Context: an optimization exercise on an open-source flow, tuned for small area and a short achievable clock period. The choices shown serve that exercise and are no tape-out recipe. Function was checked by simulation only, so behaviour that the tests miss may differ from the original. No activity file was given, so power comes from the tool's default toggle rates.

==> flow/design.v <==
package exe_pkg;
    localparam int XLEN     = 32;
    localparam int REG_AW   = 5;
    localparam int NUM_REGS = 32;
    localparam int IMM_W    = 16;
    localparam int JADDR_W  = 26;
    localparam int CODE_W   = 6;    
    localparam int SP_IDX   = 29;
    localparam int LINK_IDX = 31;   
    localparam logic [CODE_W-1:0] OP_RTYPE = 6'h00;
    localparam logic [CODE_W-1:0] OP_J     = 6'h02;
    localparam logic [CODE_W-1:0] OP_JAL   = 6'h03;
    localparam logic [CODE_W-1:0] OP_BEQ   = 6'h04;
    localparam logic [CODE_W-1:0] OP_BNE   = 6'h05;
    localparam logic [CODE_W-1:0] OP_ADDI  = 6'h08;
    localparam logic [CODE_W-1:0] OP_ADDIU = 6'h09;
    localparam logic [CODE_W-1:0] OP_SLTI  = 6'h0a;
    localparam logic [CODE_W-1:0] OP_SLTIU = 6'h0b;
    localparam logic [CODE_W-1:0] OP_ANDI  = 6'h0c;
    localparam logic [CODE_W-1:0] OP_ORI   = 6'h0d;
    localparam logic [CODE_W-1:0] OP_XORI  = 6'h0e;
    localparam logic [CODE_W-1:0] OP_LUI   = 6'h0f;
    localparam logic [CODE_W-1:0] OP_LW    = 6'h23;
    localparam logic [CODE_W-1:0] OP_SW    = 6'h2b;
    localparam logic [CODE_W-1:0] FN_SLL  = 6'h00;
    localparam logic [CODE_W-1:0] FN_SRL  = 6'h02;
    localparam logic [CODE_W-1:0] FN_SRA  = 6'h03;
    localparam logic [CODE_W-1:0] FN_SLLV = 6'h04;
    localparam logic [CODE_W-1:0] FN_SRLV = 6'h06;
    localparam logic [CODE_W-1:0] FN_SRAV = 6'h07;
    localparam logic [CODE_W-1:0] FN_JR   = 6'h08;
    localparam logic [CODE_W-1:0] FN_ADD  = 6'h20;
    localparam logic [CODE_W-1:0] FN_ADDU = 6'h21;
    localparam logic [CODE_W-1:0] FN_SUB  = 6'h22;
    localparam logic [CODE_W-1:0] FN_SUBU = 6'h23;
    localparam logic [CODE_W-1:0] FN_AND  = 6'h24;
    localparam logic [CODE_W-1:0] FN_OR   = 6'h25;
    localparam logic [CODE_W-1:0] FN_XOR  = 6'h26;
    localparam logic [CODE_W-1:0] FN_NOR  = 6'h27;
    localparam logic [CODE_W-1:0] FN_SLT  = 6'h2a;
    localparam logic [CODE_W-1:0] FN_SLTU = 6'h2b;
    typedef logic [REG_AW-1:0] reg_idx_t;
    typedef logic [XLEN-1:0]   word_t;
    localparam word_t SP_RESET = 32'h0000_3fff;
    typedef struct packed {
        logic [CODE_W-1:0] opcode;
        reg_idx_t          rs;
        reg_idx_t          rt;
        reg_idx_t          rd;
        logic [REG_AW-1:0] shamt;
        logic [CODE_W-1:0] funct;
    } instr_r_t;
    typedef struct packed {
        logic [CODE_W-1:0] opcode;
        reg_idx_t          rs;
        reg_idx_t          rt;
        logic [IMM_W-1:0]  imm;
    } instr_i_t;
    typedef struct packed {
        logic [CODE_W-1:0]  opcode;
        logic [JADDR_W-1:0] target;
    } instr_j_t;
    typedef union packed {
        instr_r_t r;
        instr_i_t i;
        instr_j_t j;
    } instr_u;
endpackage
module exe_alu (
    input  exe_pkg::word_t  op_a_i,       
    input  exe_pkg::word_t  op_b_i,       
    input  logic [15:0]     imm_i,
    input  logic [4:0]      shamt_i,
    input  logic            use_imm_i,    
    input  logic            imm_sx_i,     
    input  logic            sub_i,
    input  logic            slt_u_i,      
    input  logic [1:0]      log_op_i,     
    input  logic            sh_var_i,     
    input  logic            sh_fill_i,    
    input  logic            r_sum_i,      
    input  logic            r_log_i,
    input  logic            r_slt_i,
    input  logic            r_shl_i,
    input  logic            r_shr_i,
    input  logic            r_lui_i,
    output exe_pkg::word_t  result_o,
    output exe_pkg::word_t  sum_o,
    output logic            eq_o          
);
    exe_pkg::word_t opb;
    exe_pkg::word_t opbx;
    logic           cout;
    assign opb  = use_imm_i ? {{16{imm_sx_i & imm_i[15]}}, imm_i} : op_b_i;
    assign opbx = opb ^ {32{sub_i}};
    exe_add32_sk i_add (
        .a_i   (op_a_i),
        .b_i   (opbx),
        .c_i   (sub_i),
        .sum_o (sum_o),
        .c_o   (cout)
    );
    logic lt;
    assign lt   = slt_u_i ? !cout
                          : ((op_a_i[31] ^ opb[31]) ? op_a_i[31] : sum_o[31]);
    assign eq_o = (op_a_i == op_b_i);
    exe_pkg::word_t logic_res;
    always_comb begin
        case (log_op_i)
            2'b00:   logic_res = op_a_i & opb;
            2'b01:   logic_res = op_a_i | opb;
            2'b10:   logic_res = op_a_i ^ opb;
            default: logic_res = ~(op_a_i | opb);
        endcase
    end
    logic [4:0]     amt;
    exe_pkg::word_t rt_rev;
    exe_pkg::word_t sh_in;
    exe_pkg::word_t sh_out;
    exe_pkg::word_t sh_rev;
    assign amt = sh_var_i ? op_a_i[4:0] : shamt_i;
    always_comb begin
        for (int i = 0; i < 32; i++) begin
            rt_rev[i] = op_b_i[31-i];
        end
    end
    assign sh_in  = r_shl_i ? rt_rev : op_b_i;
    assign sh_out = exe_pkg::word_t'($signed({sh_fill_i & op_b_i[31], sh_in}) >>> amt);
    always_comb begin
        for (int i = 0; i < 32; i++) begin
            sh_rev[i] = sh_out[31-i];
        end
    end
    assign result_o = ({32{r_sum_i}}  & sum_o)
                    | ({32{r_log_i}}  & logic_res)
                    | ({32{r_slt_i}}  & {31'b0, lt})
                    | ({32{r_shl_i}}  & sh_rev)
                    | ({32{r_shr_i}}  & sh_out)
                    | ({32{r_lui_i}}  & {imm_i, 16'b0});
endmodule
module exe_add32_sk (
    input  exe_pkg::word_t a_i,
    input  exe_pkg::word_t b_i,
    input  logic           c_i,
    output exe_pkg::word_t sum_o,
    output logic           c_o
);
    logic [31:0] p0;
    logic [31:0] g [6];
    logic [31:0] p [6];
    assign p0   = a_i ^ b_i;
    assign g[0] = (a_i & b_i) | {31'b0, p0[0] & c_i};
    assign p[0] = p0;
    for (genvar l = 0; l < 5; l++) begin : g_lvl
        localparam int D = 1 << l;
        for (genvar i = 0; i < 32; i++) begin : g_bit
            if ((i / D) % 2 == 1) begin : g_op
                localparam int J = (i / (2 * D)) * (2 * D) + D - 1;
                assign g[l+1][i] = g[l][i] | (p[l][i] & g[l][J]);
                assign p[l+1][i] = p[l][i] & p[l][J];
            end else begin : g_pass
                assign g[l+1][i] = g[l][i];
                assign p[l+1][i] = p[l][i];
            end
        end
    end
    assign sum_o = p0 ^ {g[5][30:0], c_i};
    assign c_o   = g[5][31];
endmodule
module exe_addr_add (
    input  logic [15:0]    a_hi_i,
    input  logic [15:0]    p_lo_i,
    input  logic [15:0]    imm_i,
    output exe_pkg::word_t sum_o
);
    logic [31:0] p0;
    logic [31:0] g [6];
    logic [31:0] p [6];
    assign p0   = {a_hi_i, p_lo_i};
    assign g[0] = {16'b0, ~p_lo_i & imm_i};    
    assign p[0] = p0;
    for (genvar l = 0; l < 5; l++) begin : g_lvl
        localparam int D = 1 << l;
        for (genvar i = 0; i < 32; i++) begin : g_bit
            if (i >= D) begin : g_op
                assign g[l+1][i] = g[l][i] | (p[l][i] & g[l][i-D]);
                assign p[l+1][i] = p[l][i] & p[l][i-D];
            end else begin : g_pass
                assign g[l+1][i] = g[l][i];
                assign p[l+1][i] = p[l][i];
            end
        end
    end
    assign sum_o = p0 ^ {g[5][30:0], 1'b0};
endmodule
module exe_regfile (
    input  logic              clk_i,
    input  logic              arst_n_i,
    input  exe_pkg::reg_idx_t rs_idx_i,
    input  exe_pkg::reg_idx_t rt_idx_i,
    output exe_pkg::word_t    rs_data_o,
    output exe_pkg::word_t    rt_data_o,
    input  logic              wr_en_i,     
    input  exe_pkg::reg_idx_t wr_idx_i,
    input  exe_pkg::word_t    wr_data_i,
    input  logic              byp_en_i,    
    input  logic              link_we_i,
    input  exe_pkg::word_t    link_data_i
);
    exe_pkg::word_t regs [1:exe_pkg::NUM_REGS-1];
    logic [exe_pkg::NUM_REGS-1:1] written_q;
    logic [exe_pkg::NUM_REGS-1:1] wsel;
    logic [exe_pkg::NUM_REGS-1:1] avail;    
    always_comb begin
        for (int k = 1; k < exe_pkg::NUM_REGS; k++) begin
            wsel[k]  = wr_en_i && (wr_idx_i == exe_pkg::reg_idx_t'(k));
            avail[k] = written_q[k] && !(byp_en_i && wsel[k]);
        end
    end
    always_ff @(posedge clk_i or negedge arst_n_i) begin
        if (!arst_n_i) begin
            written_q <= '0;
        end else begin
            written_q <= written_q | wsel;
            if (link_we_i) begin
                written_q[exe_pkg::LINK_IDX] <= 1'b1;
            end
        end
    end
    always_ff @(posedge clk_i) begin
        for (int k = 1; k < exe_pkg::NUM_REGS; k++) begin
            if (k == exe_pkg::LINK_IDX && link_we_i) begin
                regs[k] <= link_data_i;
            end else if (wsel[k]) begin
                regs[k] <= wr_data_i;
            end
        end
    end
    logic rs_byp, rt_byp, rs_sp, rt_sp;
    assign rs_byp = byp_en_i && wr_en_i && (rs_idx_i == wr_idx_i);
    assign rt_byp = byp_en_i && wr_en_i && (rt_idx_i == wr_idx_i);
    assign rs_sp  = (rs_idx_i == exe_pkg::reg_idx_t'(exe_pkg::SP_IDX))
                    && !written_q[exe_pkg::SP_IDX] && !(byp_en_i && wsel[exe_pkg::SP_IDX]);
    assign rt_sp  = (rt_idx_i == exe_pkg::reg_idx_t'(exe_pkg::SP_IDX))
                    && !written_q[exe_pkg::SP_IDX] && !(byp_en_i && wsel[exe_pkg::SP_IDX])
                   ;
    always_comb begin
        rs_data_o = ({exe_pkg::XLEN{rs_byp}} & wr_data_i) | ({exe_pkg::XLEN{rs_sp}} & exe_pkg::SP_RESET);
        rt_data_o = ({exe_pkg::XLEN{rt_byp}} & wr_data_i) | ({exe_pkg::XLEN{rt_sp}} & exe_pkg::SP_RESET);
        for (int k = 1; k < exe_pkg::NUM_REGS; k++) begin
            rs_data_o = rs_data_o
                | ({exe_pkg::XLEN{(rs_idx_i == exe_pkg::reg_idx_t'(k)) && avail[k]}} & regs[k]);
            rt_data_o = rt_data_o
                | ({exe_pkg::XLEN{(rt_idx_i == exe_pkg::reg_idx_t'(k)) && avail[k]}} & regs[k]);
        end
    end
endmodule
module exe_top (
    input  logic                         clk_i,
    input  logic                         arst_n_i,
    input  logic                         instr_valid_i,
    input  exe_pkg::word_t               instr_i,
    input  exe_pkg::word_t               pc_plus4_i,
    input  exe_pkg::word_t               data_load_i,
    output exe_pkg::word_t               data_addr_o,
    output logic                         data_wen_o,
    output exe_pkg::word_t               data_store_o,
    output logic                         j_valid_o,
    output logic [exe_pkg::JADDR_W-1:0]  j_addr_o,
    output logic                         b_valid_o,
    output logic [exe_pkg::IMM_W-1:0]    b_addr_o
);
    logic [5:0] op;
    logic [5:0] fn;
    logic [4:0] rs;
    logic [4:0] rt;
    logic [4:0] rd;
    assign op = instr_i[31:26];
    assign rs = instr_i[25:21];
    assign rt = instr_i[20:16];
    assign rd = instr_i[15:11];
    assign fn = instr_i[5:0];
    logic is_r;
    logic r_shl, r_shr, r_add, r_log, r_slt, r_jr;
    logic i_add, i_slt, i_log, i_lui, i_jal, i_j, i_br, i_lw, i_sw;
    assign is_r  = (op == exe_pkg::OP_RTYPE);
    assign r_shl = is_r && (fn == exe_pkg::FN_SLL || fn == exe_pkg::FN_SLLV);
    assign r_shr = is_r && (fn == exe_pkg::FN_SRL || fn == exe_pkg::FN_SRA
                            || fn == exe_pkg::FN_SRLV || fn == exe_pkg::FN_SRAV);
    assign r_add = is_r && (fn[5:2] == 4'b1000);                 
    assign r_log = is_r && (fn[5:2] == 4'b1001);                 
    assign r_slt = is_r && (fn[5:1] == 5'b10101);                
    assign r_jr  = is_r && (fn == exe_pkg::FN_JR);
    assign i_add = (op[5:1] == 5'b00100);                        
    assign i_slt = (op[5:1] == 5'b00101);                        
    assign i_log = (op[5:2] == 4'b0011) && (op[1:0] != 2'b11);   
    assign i_lui = (op == exe_pkg::OP_LUI);
    assign i_jal = (op == exe_pkg::OP_JAL);
    assign i_j   = (op == exe_pkg::OP_J);
    assign i_br  = (op[5:1] == 5'b00010);                        
    assign i_lw  = (op == exe_pkg::OP_LW);
    assign i_sw  = (op == exe_pkg::OP_SW);
    logic              alu_wr;
    exe_pkg::reg_idx_t dest;
    assign alu_wr = r_add || r_log || r_slt || r_shl || r_shr
                    || i_add || i_log || i_slt || i_lui;
    assign dest   = is_r ? rd : rt;
    logic              we_q;      
    logic              lw_q;      
    exe_pkg::reg_idx_t dest_q;
    logic              jv_q, br_q, sw_q;
    logic              bne_q, jr_q;
    exe_pkg::word_t    op_a_q, op_b_q;    
    exe_pkg::word_t    rs_q;
    logic [25:0]       ins_q;     
    logic              use_imm_q, imm_sx_q, sub_q, slt_u_q, sh_var_q, sh_fill_q;
    logic [1:0]        log_op_q;
    logic              r_sum_q, r_log_q, r_slt_q, r_shl_q, r_shr_q, r_lui_q;
    logic              ld_pend;   
    logic              we_d;
    exe_pkg::word_t    rs_data, rt_data;
    exe_pkg::word_t    result, sum, wr_data;
    logic              eq;
    assign ld_pend = we_q && lw_q;
    assign we_d    = instr_valid_i && (i_lw || (alu_wr && !ld_pend)) && (dest != '0);
    always_ff @(posedge clk_i or negedge arst_n_i) begin
        if (!arst_n_i) begin
            we_q <= 1'b0;
            jv_q <= 1'b0;
            br_q <= 1'b0;
            sw_q <= 1'b0;
        end else begin
            we_q <= we_d;
            jv_q <= instr_valid_i && (r_jr || i_j || i_jal);
            br_q <= instr_valid_i && i_br;
            sw_q <= instr_valid_i && i_sw;
        end
    end
    always_ff @(posedge clk_i) begin
        lw_q      <= i_lw;
        dest_q    <= dest;
        bne_q     <= op[0];
        jr_q      <= is_r;
        op_a_q    <= {rs_data[31:16], rs_data[15:0] ^ instr_i[15:0]};
        op_b_q    <= rt_data;
        ins_q     <= instr_i[25:0];
        use_imm_q <= !(is_r || i_br);
        imm_sx_q  <= (op == exe_pkg::OP_SLTI);
        sub_q     <= is_r ? fn[1] : (i_slt || i_br);
        slt_u_q   <= is_r ? fn[0] : op[0];
        log_op_q  <= is_r ? fn[1:0] : op[1:0];
        sh_var_q  <= fn[2];
        sh_fill_q <= fn[1] && fn[0];
        r_sum_q   <= r_add || i_add;
        r_log_q   <= r_log || i_log;
        r_slt_q   <= r_slt || i_slt;
        r_shl_q   <= r_shl;
        r_shr_q   <= r_shr;
        r_lui_q   <= i_lui;
    end
    assign wr_data = lw_q ? data_load_i : result;
    exe_regfile i_regfile (
        .clk_i     (clk_i),
        .arst_n_i  (arst_n_i),
        .rs_idx_i  (rs),
        .rt_idx_i  (rt),
        .rs_data_o (rs_data),
        .rt_data_o (rt_data),
        .wr_en_i   (we_q),
        .wr_idx_i  (dest_q),
        .wr_data_i (wr_data),
        .byp_en_i  (!lw_q),   
        .link_we_i   (instr_valid_i && i_jal && !ld_pend),
        .link_data_i (pc_plus4_i)
    );
    assign rs_q = {op_a_q[31:16], op_a_q[15:0] ^ ins_q[15:0]};
    exe_alu i_alu (
        .op_a_i    (rs_q),
        .op_b_i    (op_b_q),
        .imm_i     (ins_q[15:0]),
        .shamt_i   (ins_q[10:6]),
        .use_imm_i (use_imm_q),
        .imm_sx_i  (imm_sx_q),
        .sub_i     (sub_q),
        .slt_u_i   (slt_u_q),
        .log_op_i  (log_op_q),
        .sh_var_i  (sh_var_q),
        .sh_fill_i (sh_fill_q),
        .r_sum_i   (r_sum_q),
        .r_log_i   (r_log_q),
        .r_slt_i   (r_slt_q),
        .r_shl_i   (r_shl_q),
        .r_shr_i   (r_shr_q),
        .r_lui_i   (r_lui_q),
        .result_o  (result),
        .sum_o     (sum),
        .eq_o      (eq)
    );
    exe_addr_add i_addr_add (
        .a_hi_i (op_a_q[31:16]),
        .p_lo_i (op_a_q[15:0]),
        .imm_i  (ins_q[15:0]),
        .sum_o  (data_addr_o)
    );
    assign data_store_o = op_b_q;
    assign data_wen_o   = sw_q;
    assign j_valid_o    = jv_q;
    assign j_addr_o     = jr_q ? rs_q[25:0] : ins_q;
    assign b_valid_o    = br_q && (eq ^ bne_q);
    assign b_addr_o     = ins_q[15:0];
endmodule
==> flow/flow/run.sh <==
#!/bin/bash
# Layout: the standard flow (standard.sh), with these changes:
#  - ABC maps with a lighter script (flow/abc_speed.script: one &syn2 pass,
#    then &nf) that keeps more of the RTL's adder and read-multiplexer
#    structure than ORFS's default speed script;
#  - the port buffers are buf_2 (repair may resize them);
#  - CTS runs without dummy loads, with sink clusters of up to 30 within 60 um.
# The make output goes to standard_flow.log; ORFS's own logs are under orfs/logs.
set -euo pipefail
work=$(pwd)
rm -rf "$work/orfs_scripts"
cp -r "$FLOW_HOME/scripts" "$work/orfs_scripts"
cp "$work/flow/abc_speed.script" "$work/orfs_scripts/abc_speed.script"
bash standard.sh \
    SCRIPTS_DIR="$work/orfs_scripts" \
    SETUP_SLACK_MARGIN=5.6 \
    "BUFFER_PORTS_ARGS=-buffer_cell sky130_fd_sc_hd__buf_2" \
    "CTS_ARGS=-sink_clustering_enable -repair_clock_nets -dont_use_dummy_load -sink_clustering_size 30 -sink_clustering_max_diameter 60" \
    finish > "$work/standard_flow.log" 2>&1
==> flow/flow/abc_speed.script <==
&get -n
&st
&syn2
&nf
&put
buffer -c
upsize -c
dnsize -c
==> flow/standard.sh <==
#!/bin/bash
# synth_recipe.tcl (not shown) runs the flow's synth.tcl, then flattens the netlist and writes it again
# the make line also repeats each setting of config.mk as NAME=value (left out here)
make -C /OpenROAD-flow-scripts/flow DESIGN_CONFIG=/design/flow/config.mk WORK_HOME=/design/flow/orfs CLKGATE_MAP_FILE= SYNTH_SCRIPT=/design/flow/synth_recipe.tcl "${@:-finish}"
==> flow/config.mk <==
export PLATFORM = sky130hd
export DESIGN_NAME = exe_top
export DESIGN_NICKNAME = exe_top
export VERILOG_FILES = /design/flow/design.v
export SDC_FILE = /design/flow/constraint.sdc
export NUM_CORES = 4
export LEC_CHECK = 0
export CAP_MARGIN = 20
export CORE_MARGIN = 2
export CORE_UTILIZATION = 30
export PLACE_DENSITY = 0.5
export SETUP_SLACK_MARGIN = 5
export SLEW_MARGIN = 20
==> flow/constraint.sdc <==
create_clock -name core_clock -period 11.0 [get_ports {clk_i}]
set_input_delay 2.2000 -clock core_clock [delete_from_list [all_inputs] [get_ports {clk_i}]]
set_output_delay 2.2000 -clock core_clock [all_outputs]
set_load 0.01 [all_outputs]
==> impl_metrics.py <==
metrics = {
    "routing": {
        "drt_pre_antenna_iters": 15,
        "ant_nets": 0,
        "routed-via-count": 46130,
        "route.detailed.wl_per_inst_um": 40.54,
        "vias_per_cell": 6.659,
        "wl_um": 280800,
        "drc": 0,
        "dr.first_iter.drc_count": 8163,
    },
    "synth": {
        "postSynth.topFlopCell": "sky130_fd_sc_hd__edfxtp_1",
        "number_of_synthesized_register_bits": 1137,
        "synth_cells": 4325,
        "ys_async_sr_fraction": 0.03078,
        "ys_warn_count": 10,
        "synth.cell_area_um2": 55070,
        "ys_types": 93,
        "seq_area_frac_synth": 0.5968,
        "synth-edff-count": 992,
        "syn-mean-instance-area_um2": 12.73,
        "mappedNetlistNets": 4539,
    },
    "setup_path": {
        "path_cells": "inv_1 -> ha_1 -> mux2i_2 -> o31ai_1 -> a21oi_1 -> o31ai_1 -> a21oi_2 -> nor2_1 -> xnor2_2 -> buf_2",
        "cp_top_family": "compound AO/OA/AOI/OAI gates",
        "worst_ep_arrival_time_ns": 3.34,
        "critical_path.endpoint_type": "output port",
        "critPathMaxFanout": 7,
        "path_class": "register to output port",
        "worst_path_most_repeated_cell": "sky130_fd_sc_hd__o31ai_1",
        "longest_individual_stage_delay_on_the_worst_path_ns": 0.49,
        "timing.critical_path.buf_inv": 2,
        "critical_path.startpoint_type": "register",
        "crit_path_top_delay_cell": "sky130_fd_sc_hd__o31ai_1",
        "required_ns": 8.80,
    },
    "flow_run": {
        "max_cap_viol_count": 0,
    },
    "die": {
        "floorplan.rows": 157,
        "fp.dieArea_um2": 187000,
        "io-pin-count": 208,
        "floorplan.initialDensity": 0.3014,
        "die-width_um": 432.4,
        "core_ar_um2": 182700,
        "dieHeight_um": 432.4,
    },
    "grt": {
        "maximum_number_of_pins_on_one_net_before_global_route_repair": 65,
        "residual_overflow_from_global_routing": 0,
        "antenna_found_initial": 23,
        "grt_pass1_wl_um": 371500,
        "first_global_vias": 43130,
        "global_route.usage.total": 0.2898,
    },
    "power_and_ir_drop": {
        "totalPowerFinal_mw": 8.883,
        "areal_power_density_over_the_cells_nw_per_um2": 140.7,
        "max-vdd-ir-drop_v": 0.0001145,
        "swShare": 0.2564,
        "p_leak_nw": 22.34,
        "cellInternalPower_mw": 6.605,
        "share_clk_of_total_power": 0.349,
        "p_comb_frac": 0.107,
        "net-switching-power_mw": 2.278,
        "seqPwrFrac": 0.544,
    },
    "sta": {
        "layout_worst_path_cycle_share": 0.5038,
        "timing.clock.skew_ns": 0.1857,
        "setup_tns_ns": 0,
        "max-slew-margin-rel": 0.1702,
        "fin_crit_ns": 5.542,
        "finalHoldViolCount": 0,
        "max_freq_ghz": 0.1804,
        "worstMarginPinSlew_ns": 1.213,
        "unrepaired_setup_endpoints_after_global_routing": "true",
        "slew_viol_final": 0,
        "timing.final.setup_violations": 0,
    },
    "finish": {
        "layout.nets": 4751,
        "area_occupied_by_multi_input_gates_um2": 21200,
        "final_layout_size_suffix_gt1_frac": 0.1956,
        "seq_area_um2": 32960,
        "fillers": 17860,
        "area_delta_synth_final_pct": 14.68,
    },
    "clocking": {
        "cts-root-to-sink-buffers": 3,
        "clk_transition_reported_paths_ns": 0.07,
        "clkSinkCount": 1137,
        "clock_tree_from_tritoncts": "yes",
        "clockRootBuffer": "sky130_fd_sc_hd__clkbuf_16",
        "cts_inserted_buffers": 99,
        "ctsHoldBuffers": 0,
        "clk-insertion-delay-late_ns": 0.82,
        "ctsHtreeMaxLevel": 3,
    },
    "placed_design": {
        "place.gp.congestion": 1.000,
        "place_hpwl_um": 179100,
        "place.port_buffers": 207,
    },
    "hold_path": {
        "holdCritPathClass": "register to register",
    },
    "status": {
        "result_of_the_run": "finished clean",
    },
}
## power by group through the flow
| stage | Sequential (mW) | Clock [mW] | Combinational (mW) |
|---|---|---|---|
| 2_1_floorplan | 4.84 | 0 | 0.530 |
| 3_3_place_gp | 4.92 | 0 | 0.868 |
| 3_5_place_dp | 4.92 | 0 | 0.871 |
| 4_1_cts | 4.82 | 3.12 | 0.901 |
| 5_1_grt | 4.83 | 3.26 | 1.01 |
| 6_report | 4.83 | 3.10 | 0.954 |
## worst paths after layout
kind,cells after the start,slack [ns],startpoint,endpoint
max,10,5.46,op_a_q[5]$_DFF_P_,data_addr_o[29]
min,1,0.46,i_regfile.written_q[7]$_DFF_PN0_,i_regfile.written_q[7]$_DFF_PN0_
max reg2reg,12,5.65,r_shl_q$_DFF_P_,op_a_q[8]$_DFF_P_
min reg2reg,1,0.46,i_regfile.written_q[7]$_DFF_PN0_,i_regfile.written_q[7]$_DFF_PN0_
max in group asynchronous,1,8.79,arst_n_i,i_regfile.written_q[4]$_DFF_PN0_
min in group asynchronous,1,1.57,arst_n_i,i_regfile.written_q[26]$_DFF_PN0_
## registers in the layout (all words and copies together) (netlist names), 2 cells and up
register,flops
i_regfile.regs,992
op_b_q,32
i_regfile.written_q,31
log_op_q,2
op_a_q,32
ins_q,26
dest_q,5
## timing repair
item | CTS | global route
gates resized for setup | 110 | 53
buffers inserted | 9 | 9
cloned | 4 | 4
endpoints found under the setup margin | 272 | 237
pin swaps | 13 | 14
## kinds of logic after synthesis
family,share of synthesized area
flops,0.5968
buf+inv,0.03717
xor+xnor,0.02306
compound gates,0.2106
simple gates,0.07066
mux,0.03483
fa+ha+maj,0.02681
## Yosys cell counts, drive strengths merged (12+ instances only)
library cell | instances | area [um^2]
a21o | 13 | 100.1
dfxtp | 110 | 2202
nand3 | 94 | 470.5
a221oi | 350 | 3072
o211ai | 17 | 141.4
nand2b | 29 | 181.4
nor2b | 16 | 107.6
clkbuf | 275 | 1092
a211oi | 36 | 275.3
a211o | 14 | 122.6
nor3 | 123 | 620.6
dfrtp | 35 | 875.8
a22o | 349 | 3057
or3 | 12 | 76.33
nor4 | 14 | 87.58
xor2 | 44 | 385.4
buf | 60 | 357.8
xnor2 | 101 | 884.6
edfxtp | 992 | 29790
inv | 156 | 585.6
nand2 | 172 | 645.6
o31ai | 25 | 187.7
a21oi | 121 | 620.6
a222oi | 53 | 530.5
nor2 | 130 | 490.5
o21ai | 184 | 932.2
ha | 110 | 1376
nand4 | 130 | 813.3
mux2i | 117 | 1171
mux2 | 60 | 679.4
a22oi | 233 | 1749
or2 | 20 | 127.6
## cells in the final DEF (no fill, tap or decap), drive strengths merged, types with 10 or more instances in the layout
cell / netlist / layout
clkbuf: 275 / 99
dfxtp: 110 / 110
or3: 12 / 12
o211ai: 17 / 17
o21ai: 184 / 184
a31oi: 10 / 10
nand4: 130 / 130
nor2: 130 / 131
a221oi: 350 / 350
nor4: 14 / 14
clkinvlp: 0 / 14
xnor2: 101 / 101
dfrtp: 35 / 35
a211oi: 36 / 36
a21o: 13 / 13
clkinv: 3 / 10
a21oi: 121 / 121
nand2: 172 / 172
nand3: 94 / 94
inv: 156 / 142
nor2b: 16 / 16
mux2: 60 / 60
nand2b: 29 / 29
a222oi: 53 / 53
edfxtp: 992 / 992
buf: 60 / 438
nor3: 123 / 123
ha: 110 / 110
a2111oi: 10 / 10
o21a: 10 / 10
or2: 20 / 20
mux2i: 117 / 117
o31ai: 25 / 25
xor2: 44 / 44
a22oi: 233 / 233
a22o: 349 / 349
and2: 10 / 10
a211o: 14 / 14
## area by class of cell
type,count,share of cell area
well taps,2385,0.04725
inverters,159,0.01008
multi-input cells,2695,0.3356
diodes,7,0.0002774
flip-flops and latches,1137,0.5218
repair buffers,438,0.04493
repair inverters,7,0.0007925
clock buffers,99,0.03923
## layer usage
layer  global-route usage  up-vias  part of all wire
li1                     -    17960                 -
met1               0.3667    23010              0.37
met2               0.4293     4105              0.42
met3              0.09955     1037              0.14
met4               0.1658        8             0.073
met5                    0        -           0.00016
## stage by stage
step	worst slack, ns	cells	hold WS, ns	area (um^2)	util
detailed placement	5.226	6794	0.4461	59830	0.3275
global route	5.425	6921	0.4689	63140	0.3456
floorplan	5.910	4325	0.4275	55070	-
finish	5.458	6927	0.4625	63150	0.3457
global placement	4.702	6792	0.4431	59780	0.3272
CTS	5.358	6906	0.4631	62780	0.3436

-- separate check: timing with driven ports --
The flow's constraints put no driver on any port. The routed layout listed below was extracted and timed again, unchanged, in two steps. Step 1 sets driving cells, clkbuf_16 on the clock port and buf_2 on the other inputs (assumed; they add their load-dependent delay and slew). Step 2 also shifts input and output timing later by t, the mid clock arrival at the registers, as if the neighbouring blocks saw the same clock. Slacks: no drivers / after step 1 / after step 2; pairs: no drivers / after step 1.
t (ns): 0.820
slack for setup (ns): 5.458 / 5.368 / 5.080
worst slew at a driven data input, ns: 0.13
After both steps this run still meets setup and hold. The setup slack of this run moves by -0.090 ns with the drivers and by -0.378 ns with both steps.
